This design comes from an exercise in tuning for small area, a short achievable clock period and few clock cycles per item on the open sky130 flow, not from production work.
In this exercise RTL edits were held to simulation tests only and were not proved equivalent to the original.

// selectable_string_hash
module selectable_string_hash (
  input  logic                        clk_i,
  input  logic                        rst_ni,
  input  logic                        cfg_valid_i,
  output logic                        cfg_ready_o,
  input  logic [ssh_pkg::CfgIdxW-1:0] cfg_index_i,
  input  logic [ssh_pkg::HashW-1:0]   cfg_data_i,
  input  logic                        in_valid_i,
  output logic                        in_stall_o,
  input  logic [ssh_pkg::ByteW-1:0]   data_byte_i,
  input  logic                        last_i,
  input  logic                        no_byte_i,
  output logic                        out_valid_o,
  input  logic                        out_stall_i,
  output logic [ssh_pkg::HashW-1:0]   hash_value_o
);
Size in the first run: ~3000 cells after synthesis, ~170 flip-flops.
Settings: LEC_CHECK=0, ABC_AREA=1, CAP_MARGIN=20, CORE_MARGIN=2, CORE_UTILIZATION=45, SETUP_SLACK_MARGIN=3.8, SLEW_MARGIN=20, TNS_END_PERCENT=100; clock period 11.0 ns.
standard.sh (not shown) runs the stock make flow with config.mk's settings and CLKGATE_MAP_FILE= SYNTH_SCRIPT=/design/flow/synth_recipe.tcl, a recipe that flattens the netlist after the stock synthesis.
==> flow/flow/run.sh <==
#!/bin/bash
# The standard layout, with one change to synthesis: Yosys's synth runs
# without its early ABC pass (-noabc), so the adder trees reach extract_fa
# as written and map to full-adder cells with fewer polarity inverters.
# Registers, their names and the rest of the flow are the standard ones.
set -euo pipefail
sed 's/synth -nofsm -noshare /synth -nofsm -noshare -noabc /' synth_recipe.tcl > flow_synth.tcl
grep -q -- '-noabc' flow_synth.tcl
bash standard.sh SYNTH_SCRIPT="$PWD/flow_synth.tcl" finish > standard.log 2>&1
Testbench counts at the start, summed over its fixed seeds: cycles 13,980, bytes 13,438.
Change:
==> flow/run.sh (new file) <==
#!/bin/bash
# synth_recipe.tcl (not shown) runs the flow's synth.tcl, then flattens the netlist and writes it again
# the make line also repeats each setting of config.mk as NAME=value (left out here)
make -C /OpenROAD-flow-scripts/flow DESIGN_CONFIG=/design/flow/config.mk WORK_HOME=/design/flow/orfs CLKGATE_MAP_FILE= SYNTH_SCRIPT=/design/flow/synth_recipe.tcl finish
removed: flow/flow/run.sh
removed: flow/standard.sh
=> Non-clock buffer count goes up by 72. Fmax goes up by 2.2%. Global-route usage goes up by 1.3 points. Design area goes up by 3.2%. Worst setup slack gets better by 0.15 ns. Register-to-register slack gets better by 0.15 ns.
Change:
CORE_UTILIZATION = 40   (was 45)
SETUP_SLACK_MARGIN = 4.0   (was 3.8)
The changed run ran to the end with no violations.
Synthesized cell count is unchanged.
Hold slack stays flat.
Setup slack improves by 0.18 ns.
Global-route usage fell by 4.4 points.
Maximum frequency rose by 2.6%.


selectable_string_hash again, from the RTL that the note above started with.
## selectable_string_hash
module selectable_string_hash (
  input  logic                        clk_i,
  input  logic                        rst_ni,
  input  logic                        cfg_valid_i,
  output logic                        cfg_ready_o,
  input  logic [ssh_pkg::CfgIdxW-1:0] cfg_index_i,
  input  logic [ssh_pkg::HashW-1:0]   cfg_data_i,
  input  logic                        in_valid_i,
  output logic                        in_stall_o,
  input  logic [ssh_pkg::ByteW-1:0]   data_byte_i,
  input  logic                        last_i,
  input  logic                        no_byte_i,
  output logic                        out_valid_o,
  input  logic                        out_stall_i,
  output logic [ssh_pkg::HashW-1:0]   hash_value_o
);
make LEC_CHECK=0 ABC_AREA=1 CAP_MARGIN=20 CORE_MARGIN=2 CORE_UTILIZATION=58 SETUP_SLACK_MARGIN=3.8 SLEW_MARGIN=20 TNS_END_PERCENT=100 finish   # period 11.0 ns
run.sh (not shown) runs the stock make flow with config.mk's settings and CLKGATE_MAP_FILE= SYNTH_SCRIPT=/design/flow/synth_recipe.tcl, a recipe that flattens the netlist after the stock synthesis.
Stock flow here: none of the scripts above is used.
The starting point ran to the end with no violations.
Testbench counts at the start, summed over its fixed seeds: cycles 13,980, bytes 13,438.
Change:
CORE_UTILIZATION = 50   (was 58)
SETUP_SLACK_MARGIN = 3.3   (was 3.8)
The new run completed with no timing, DRC or antenna violations; count of clock-buffer cells in the layout shrinks by 1; final cell count grows slightly; die area grows by about a fifth; non-clock buffer count shrinks by 46; global-route usage shrinks by 4.7 points; design area shrinks by a few percent; critical path depth grows by 5.

-- port drivers added, routing unchanged --
Ports are ideal in the flow. The routed layouts listed here were re-timed in OpenROAD.
Step 1, drivers: a clkbuf_16 drives clk_i and a buf_2 each remaining input, both assumed.
Step 2, shift: input delay + t, output delay - t, t = (earliest + latest rising clock arrival at the registers) / 2. This alone moves slack from input paths to output paths.
Three values: no drivers, after step 1, after step 2; two values: the first two.
run	t (ns)	setup slack, ns	worst setup path after step 2	cell pins on the clock port's net
the first run of note 1	0.513	3.858 / 3.858 / 3.858	register to register	1
the second run of note 1	0.517	4.009 / 4.009 / 3.723	input to register	1
the third run of note 1	0.521	4.184 / 4.184 / 4.150	input to register	1
the first run of note 2	0.518	3.882 / 3.882 / 3.597	input to register	1
the second run of note 2	0.520	3.472 / 3.472 / 3.472	register to register	1
After both steps every run listed still meets setup and hold. The setup slack of the second run of note 1, which loses most, moves by 0.000 ns with the drivers and by -0.286 ns with both steps.
